From an optimization exercise on the open Yosys and OpenROAD flow, aimed at small area and a short achievable clock period; shortcuts taken in it are not production practice.
Only simulation tests tie the RTL to the original design; equivalence was not proved.
Power is estimated from default activity; no workload was simulated.

// reg_trace_buffer
module reg_trace_buffer
#(
    parameter int XLEN       = 32,
    parameter int ADDR_W     = 8,
    parameter int DEPTH      = 16,
    parameter int CYC_W      = 16,
    parameter int MAX_CYCLES = 40000,
    parameter int OVF_W      = 8,
    localparam int ENTRY_W   = trace_pkg::entry_width(XLEN, ADDR_W, CYC_W),
    localparam int CNT_W     = $clog2(DEPTH) + 1
) (
    input  logic               clk,
    input  logic               rst,
    input  logic               rf_we,
    input  logic [4:0]         rf_waddr,
    input  logic [XLEN-1:0]    rf_wdata,
    input  logic               dm_we,
    input  logic [XLEN-1:0]    dm_addr,
    input  logic [XLEN-1:0]    dm_wdata,
    output logic               rd_valid,
    input  logic               rd_ready,
    output logic [ENTRY_W-1:0] rd_data,
    output logic [CNT_W-1:0]   count,
    output logic               full,
    output logic               halted,
    output logic [CYC_W-1:0]   cycle,
    output logic [OVF_W-1:0]   ovf_cnt
);
Size in the first run: ~2,600 cells after synthesis, roughly 1,100 flip-flops, about 42,000 um2 of cells after synthesis.
Settings: LEC_CHECK=0, CAP_MARGIN=20, CORE_MARGIN=2, CORE_UTILIZATION=55, SETUP_SLACK_MARGIN=2.35, SLEW_MARGIN=20; clock period 4.3 ns.
standard.sh (not shown) runs the stock make flow with config.mk's settings and CLKGATE_MAP_FILE= SYNTH_SCRIPT=/design/flow/synth_recipe.tcl, a recipe that flattens the netlist after the stock synthesis.
==> flow/flow/run.sh <==
#!/bin/bash
# Layout flow: the standard flow (standard synthesis unchanged), with two
# layout choices changed through ORFS's own variables:
#  - clock tree synthesis without dummy loads (the tree is not padded with
#    extra load cells for balancing);
#  - ports buffered with sky130_fd_sc_hd__buf_2 (every port still gets a buffer).
# The make output goes to standard.log here; ORFS keeps each step's log under
# orfs/logs/.
set -euo pipefail
export CTS_ARGS="-sink_clustering_enable -repair_clock_nets -dont_use_dummy_load -sink_clustering_size 30 -sink_clustering_max_diameter 50"
export BUFFER_PORTS_ARGS="-buffer_cell sky130_fd_sc_hd__buf_2"
bash standard.sh finish > standard.log 2>&1
The baseline produced a clean layout.
Change:
--- a/flow/flow/run.sh
+++ b/flow/flow/run.sh
@@ -10 +10 @@
-export CTS_ARGS="-sink_clustering_enable -repair_clock_nets -dont_use_dummy_load -sink_clustering_size 30 -sink_clustering_max_diameter 50"
+export CTS_ARGS="-sink_clustering_enable -repair_clock_nets -dont_use_dummy_load -sink_clustering_size 24 -sink_clustering_max_diameter 60"
SETUP_SLACK_MARGIN = 2.3   (was 2.35)
Effect: Total power shrinks by 8.6%. Synthesized area does not change. Global-route usage goes down by 0.46 points. Synthesized cell count does not change. Core utilization went down by 3.1 points. Count of clock-buffer cells in the layout shrinks by 35. Cell count drops by 2.9%. Clock skew is lower by 0.040 ns.
Change:
--- a/flow/flow/run.sh
+++ b/flow/flow/run.sh
@@ -10 +10 @@
-export CTS_ARGS="-sink_clustering_enable -repair_clock_nets -dont_use_dummy_load -sink_clustering_size 24 -sink_clustering_max_diameter 60"
+export CTS_ARGS="-sink_clustering_enable -repair_clock_nets -dont_use_dummy_load -sink_clustering_size 30 -sink_clustering_max_diameter 50"
Count of clock-buffer cells in the layout climbs by 32.
Cell area climbs by 3.1%.
Cell count climbs by 1.6%.
Setup slack got worse by 0.051 ns.

========
reg_trace_buffer, a different RTL version from the one above (not shown whole).
Size in the first run: ~2,700 cells after synthesis.
==> flow/config.mk <==
export PLATFORM = sky130hd
export DESIGN_NAME = reg_trace_buffer
export DESIGN_NICKNAME = reg_trace_buffer
export VERILOG_FILES = /design/flow/design.v
export SDC_FILE = /design/flow/constraint.sdc
export NUM_CORES = 4
export LEC_CHECK = 0
export CAP_MARGIN = 20
export CORE_MARGIN = 2
export CORE_UTILIZATION = 55
export SETUP_SLACK_MARGIN = 2.35
export SLEW_MARGIN = 20
==> flow/constraint.sdc <==
create_clock -name core_clock -period 4.3 [get_ports {clk}]
set_input_delay 0.8600 -clock core_clock [delete_from_list [all_inputs] [get_ports {clk}]]
set_output_delay 0.8600 -clock core_clock [all_outputs]
set_load 0.01 [all_outputs]
==> flow/flow/run.sh <==
#!/bin/bash
# Layout flow: the standard flow (standard synthesis unchanged), with two
# layout choices changed through ORFS's own variables:
#  - clock tree synthesis without dummy loads (the tree is not padded with
#    extra load cells for balancing);
#  - ports buffered with sky130_fd_sc_hd__buf_2 (every port still gets a buffer).
# The make output goes to standard.log here; ORFS keeps each step's log under
# orfs/logs/.
set -euo pipefail
export CTS_ARGS="-sink_clustering_enable -repair_clock_nets -dont_use_dummy_load -sink_clustering_size 40 -sink_clustering_max_diameter 45"
export BUFFER_PORTS_ARGS="-buffer_cell sky130_fd_sc_hd__buf_2"
bash standard.sh finish > standard.log 2>&1
Change:
--- a/flow/flow/run.sh
+++ b/flow/flow/run.sh
@@ -8,5 +8,5 @@
 # orfs/logs/.
 set -euo pipefail
-export CTS_ARGS="-sink_clustering_enable -repair_clock_nets -dont_use_dummy_load -sink_clustering_size 40 -sink_clustering_max_diameter 45"
+export CTS_ARGS="-sink_clustering_enable -repair_clock_nets -dont_use_dummy_load -sink_clustering_size 24 -sink_clustering_max_diameter 60"
 export BUFFER_PORTS_ARGS="-buffer_cell sky130_fd_sc_hd__buf_2"
 bash standard.sh finish > standard.log 2>&1
Settings changed: SLEW_MARGIN 20 to 50.
Worst setup slack loses 56 ps.
Cell area fell by about 1.1%.
Area after synthesis does not change.
Global-route usage fell by 0.16 points.
Via count fell by 0.52%.
Utilization fell by 0.74 points.
Fmax fell by 2.7%.
Synthesized cell count is unchanged.
Power fell by 10%.
Change:
Settings changed: CORE_UTILIZATION 55 to 65, SLEW_MARGIN 50 to 20.
- The new run finished with timing, DRC and antenna clean
- non-clock buffer count falls by 13
- die area shrinks by 15%
- synthesized area is unchanged
- hold slack gets worse by 21 ps
- cell count fell by 3.9%
- clock skew rose by 10 ps
- global-route usage rises by 4.4 points
- core utilization went up by 9.7 points
- design area fell by 2.4%
- register-to-register slack gains 110 ps
Change:
--- a/flow/flow/run.sh
+++ b/flow/flow/run.sh
@@ -8,5 +8,5 @@
 # orfs/logs/.
 set -euo pipefail
-export CTS_ARGS="-sink_clustering_enable -repair_clock_nets -dont_use_dummy_load -sink_clustering_size 24 -sink_clustering_max_diameter 60"
+export CTS_ARGS="-sink_clustering_enable -repair_clock_nets -dont_use_dummy_load -sink_clustering_size 60 -sink_clustering_max_diameter 50"
 export BUFFER_PORTS_ARGS="-buffer_cell sky130_fd_sc_hd__buf_2"
 bash standard.sh finish > standard.log 2>&1
Settings changed: CORE_UTILIZATION 65 to 55.
Core utilization came out lower by 9.6 points.
Global-route usage came out lower by 4.4 points.
Synthesized cell count stays the same.
First-iteration DRC count came out lower by about 12%.
Hold slack barely changes.
Clock-buffer cell count came out higher by 45.
Via count came out lower by 1.2%.

========
Another version of the RTL of reg_trace_buffer (not shown whole).
For scale: about 2,600 cells after synthesis, about 1,000 flip-flops, about 200 I/O pins, about 0.039 mm² of cells after synthesis.
export LEC_CHECK = 0
export CAP_MARGIN = 20
export CORE_MARGIN = 2
export CORE_UTILIZATION = 60
export SETUP_SLACK_MARGIN = 2.3
export SLEW_MARGIN = 20
create_clock -name core_clock -period 4.3 [get_ports {clk}]
==> flow/flow/run.sh <==
#!/bin/bash
# Layout flow: the standard flow (standard synthesis unchanged), with two
# layout choices changed through ORFS's own variables:
#  - clock tree synthesis without dummy loads (the tree is not padded with
#    extra load cells for balancing);
#  - ports buffered with sky130_fd_sc_hd__buf_2 (every port still gets a buffer).
# The make output goes to standard.log here; ORFS keeps each step's log under
# orfs/logs/.
set -euo pipefail
export CTS_ARGS="-sink_clustering_enable -repair_clock_nets -dont_use_dummy_load -sink_clustering_size 30 -sink_clustering_max_diameter 70"
export BUFFER_PORTS_ARGS="-buffer_cell sky130_fd_sc_hd__buf_2"
bash standard.sh finish > standard.log 2>&1
Rerun with:
--- a/flow/flow/run.sh
+++ b/flow/flow/run.sh
@@ -8,5 +8,5 @@
 # orfs/logs/.
 set -euo pipefail
-export CTS_ARGS="-sink_clustering_enable -repair_clock_nets -dont_use_dummy_load -sink_clustering_size 30 -sink_clustering_max_diameter 70"
+export CTS_ARGS="-sink_clustering_enable -repair_clock_nets -dont_use_dummy_load -sink_clustering_size 24 -sink_clustering_max_diameter 60"
 export BUFFER_PORTS_ARGS="-buffer_cell sky130_fd_sc_hd__buf_2"
 bash standard.sh finish > standard.log 2>&1
- TNS_END_PERCENT: default -> 10
Via count came out lower by 0.66%.
Die area stays the same.
Cell area came out lower by 0.45%.
Setup slack gets worse by 37 ps.
Power came out higher by 1.9%.
Wire length came out lower by 2.0%.
Synthesized area is unchanged.
First-iteration DRC count came out higher by 4.0%.
Count of clock-buffer cells in the layout came out higher by 10.
Utilization came out lower by 0.31 points.
Rerun with:
- TNS_END_PERCENT: 10 -> 30
After rerunning:
- core utilization barely changes
- wire length hardly moves
- final area barely changes
- sequential share of layout area stays flat
- critical path depth went up by 2
- total power is about the same
- global-route usage rises by 0.44 points
- clock skew went down by 3.9 ps
- setup slack degrades by 6.2 ps
- sequential power hardly moves
Rerun with:
==> flow/flow/run.sh (replaced) <==
#!/bin/bash
# Layout flow: the standard flow (standard synthesis unchanged), with two
# layout choices changed through ORFS's own variables:
#  - clock tree synthesis without dummy loads (the tree is not padded with
#    extra load cells for balancing);
#  - ports buffered with sky130_fd_sc_hd__buf_1 (every port still gets a buffer).
# The make output goes to standard.log here; ORFS keeps each step's log under
# orfs/logs/.
set -euo pipefail
export CTS_ARGS="-sink_clustering_enable -repair_clock_nets -dont_use_dummy_load -sink_clustering_size 24 -sink_clustering_max_diameter 60"
export BUFFER_PORTS_ARGS="-buffer_cell sky130_fd_sc_hd__buf_1"
bash standard.sh finish > standard.log 2>&1
- TNS_END_PERCENT: 30 -> default
What happened:
- The new run ran to the end with no violations
- total power rose slightly
- hold slack improves by 3.3 ps
- wire length rose by a few percent
- clock skew is about the same
- final area came out higher by a few percent
- via count came out higher by a few percent
- worst setup slack is better by 53 ps
- area after synthesis stays the same
- first-iteration DRC count came out higher by roughly a tenth
- sequential cell count stays the same
Rerun with:
==> flow/flow/run.sh (replaced) <==
#!/bin/bash
# Layout flow: the standard flow (standard synthesis unchanged), with two
# layout choices changed through ORFS's own variables:
#  - clock tree synthesis without dummy loads (the tree is not padded with
#    extra load cells for balancing);
#  - ports buffered with sky130_fd_sc_hd__buf_2 (every port still gets a buffer).
# The make output goes to standard.log here; ORFS keeps each step's log under
# orfs/logs/.
set -euo pipefail
export CTS_ARGS="-sink_clustering_enable -repair_clock_nets -dont_use_dummy_load -sink_clustering_size 24 -sink_clustering_max_diameter 60"
export BUFFER_PORTS_ARGS="-buffer_cell sky130_fd_sc_hd__buf_2"
bash standard.sh finish > standard.log 2>&1
- ABC_AREA: default -> 1
Power is lower by 5.8%.
Routed wire length is lower by 3.5%.
Register-to-register slack improved by 30 ps.
Sequential power is lower by about 4%.
Sequential share of layout area is about the same.
Area after synthesis is higher by 1.7%.
Rerun with:
- ABC_AREA: 1 -> default
Total power increases by about 6%.
Cell count decreases by 17%.
Area after synthesis decreases by 1.7%.

-- static timing again, ports no longer ideal --
The flow's constraints put no driver on any port. The routed layouts listed below were extracted and timed again, unchanged, in two steps.
Step 1: set_driving_cell puts a clkbuf_16 on clk and a buf_2 on each other input, an assumption about the parent block.
Step 2 also shifts input and output timing later by t, the mid clock arrival at the registers, as if the neighbouring blocks saw the same clock.
Three values: ideal ports, drivers, drivers and shift; two values: the first two.
| run | shift t [ns] | slack for setup (ns) | worst hold slack (ns) | latest minus earliest clock arrival (ns) | slew at the worst register clock pin (ns) |
|---|---|---|---|---|---|
| the first run of note 1 | 0.712 | 2.252 / 2.183 / 1.666 | 0.305 / 0.261 / 0.427 | 0.083 / 0.083 | 0.08 / 0.08 |
| the second run of note 1 | 0.693 | 2.255 / 2.214 / 1.611 | 0.332 / 0.293 / 0.458 | 0.044 / 0.044 | 0.09 / 0.09 |
| the third run of note 1 | 0.723 | 2.204 / 2.186 / 1.671 | 0.300 / 0.253 / 0.453 | 0.054 / 0.054 | 0.08 / 0.08 |
| the first run of note 2 | 0.726 | 2.271 / 2.201 / 1.654 | 0.287 / 0.241 / 0.444 | 0.065 / 0.064 | 0.07 / 0.07 |
| the second run of note 2 | 0.687 | 2.215 / 2.215 / 1.672 | 0.335 / 0.296 / 0.450 | 0.039 / 0.038 | 0.09 / 0.09 |
| the third run of note 2 | 0.708 | 2.265 / 2.199 / 1.667 | 0.314 / 0.275 / 0.459 | 0.051 / 0.051 | 0.09 / 0.09 |
| the fourth run of note 2 | 0.710 | 2.280 / 2.212 / 1.690 | 0.316 / 0.272 / 0.450 | 0.068 / 0.067 | 0.09 / 0.09 |
| the first run of note 3 | 0.692 | 2.264 / 2.214 / 1.534 | 0.451 / 0.451 / 0.451 | 0.062 / 0.062 | 0.11 / 0.11 |
| the second run of note 3 | 0.717 | 2.228 / 2.160 / 1.540 | 0.449 / 0.432 / 0.449 | 0.057 / 0.058 | 0.10 / 0.10 |
| the third run of note 3 | 0.717 | 2.221 / 2.165 / 1.581 | 0.449 / 0.433 / 0.449 | 0.052 / 0.052 | 0.10 / 0.10 |
| the fourth run of note 3 | 0.711 | 2.274 / 2.208 / 1.599 | 0.453 / 0.436 / 0.453 | 0.051 / 0.052 | 0.10 / 0.10 |
| the fifth run of note 3 | 0.708 | 2.274 / 2.209 / 1.664 | 0.457 / 0.457 / 0.457 | 0.073 / 0.073 | 0.10 / 0.10 |
| the sixth run of note 3 | 0.722 | 2.250 / 2.183 / 1.634 | 0.449 / 0.410 / 0.449 | 0.064 / 0.065 | 0.10 / 0.10 |
After both steps every run listed still meets setup and hold. For the first run of note 3, which loses most, drivers alone change the setup slack by -0.050 ns; drivers and shift together by -0.730 ns.
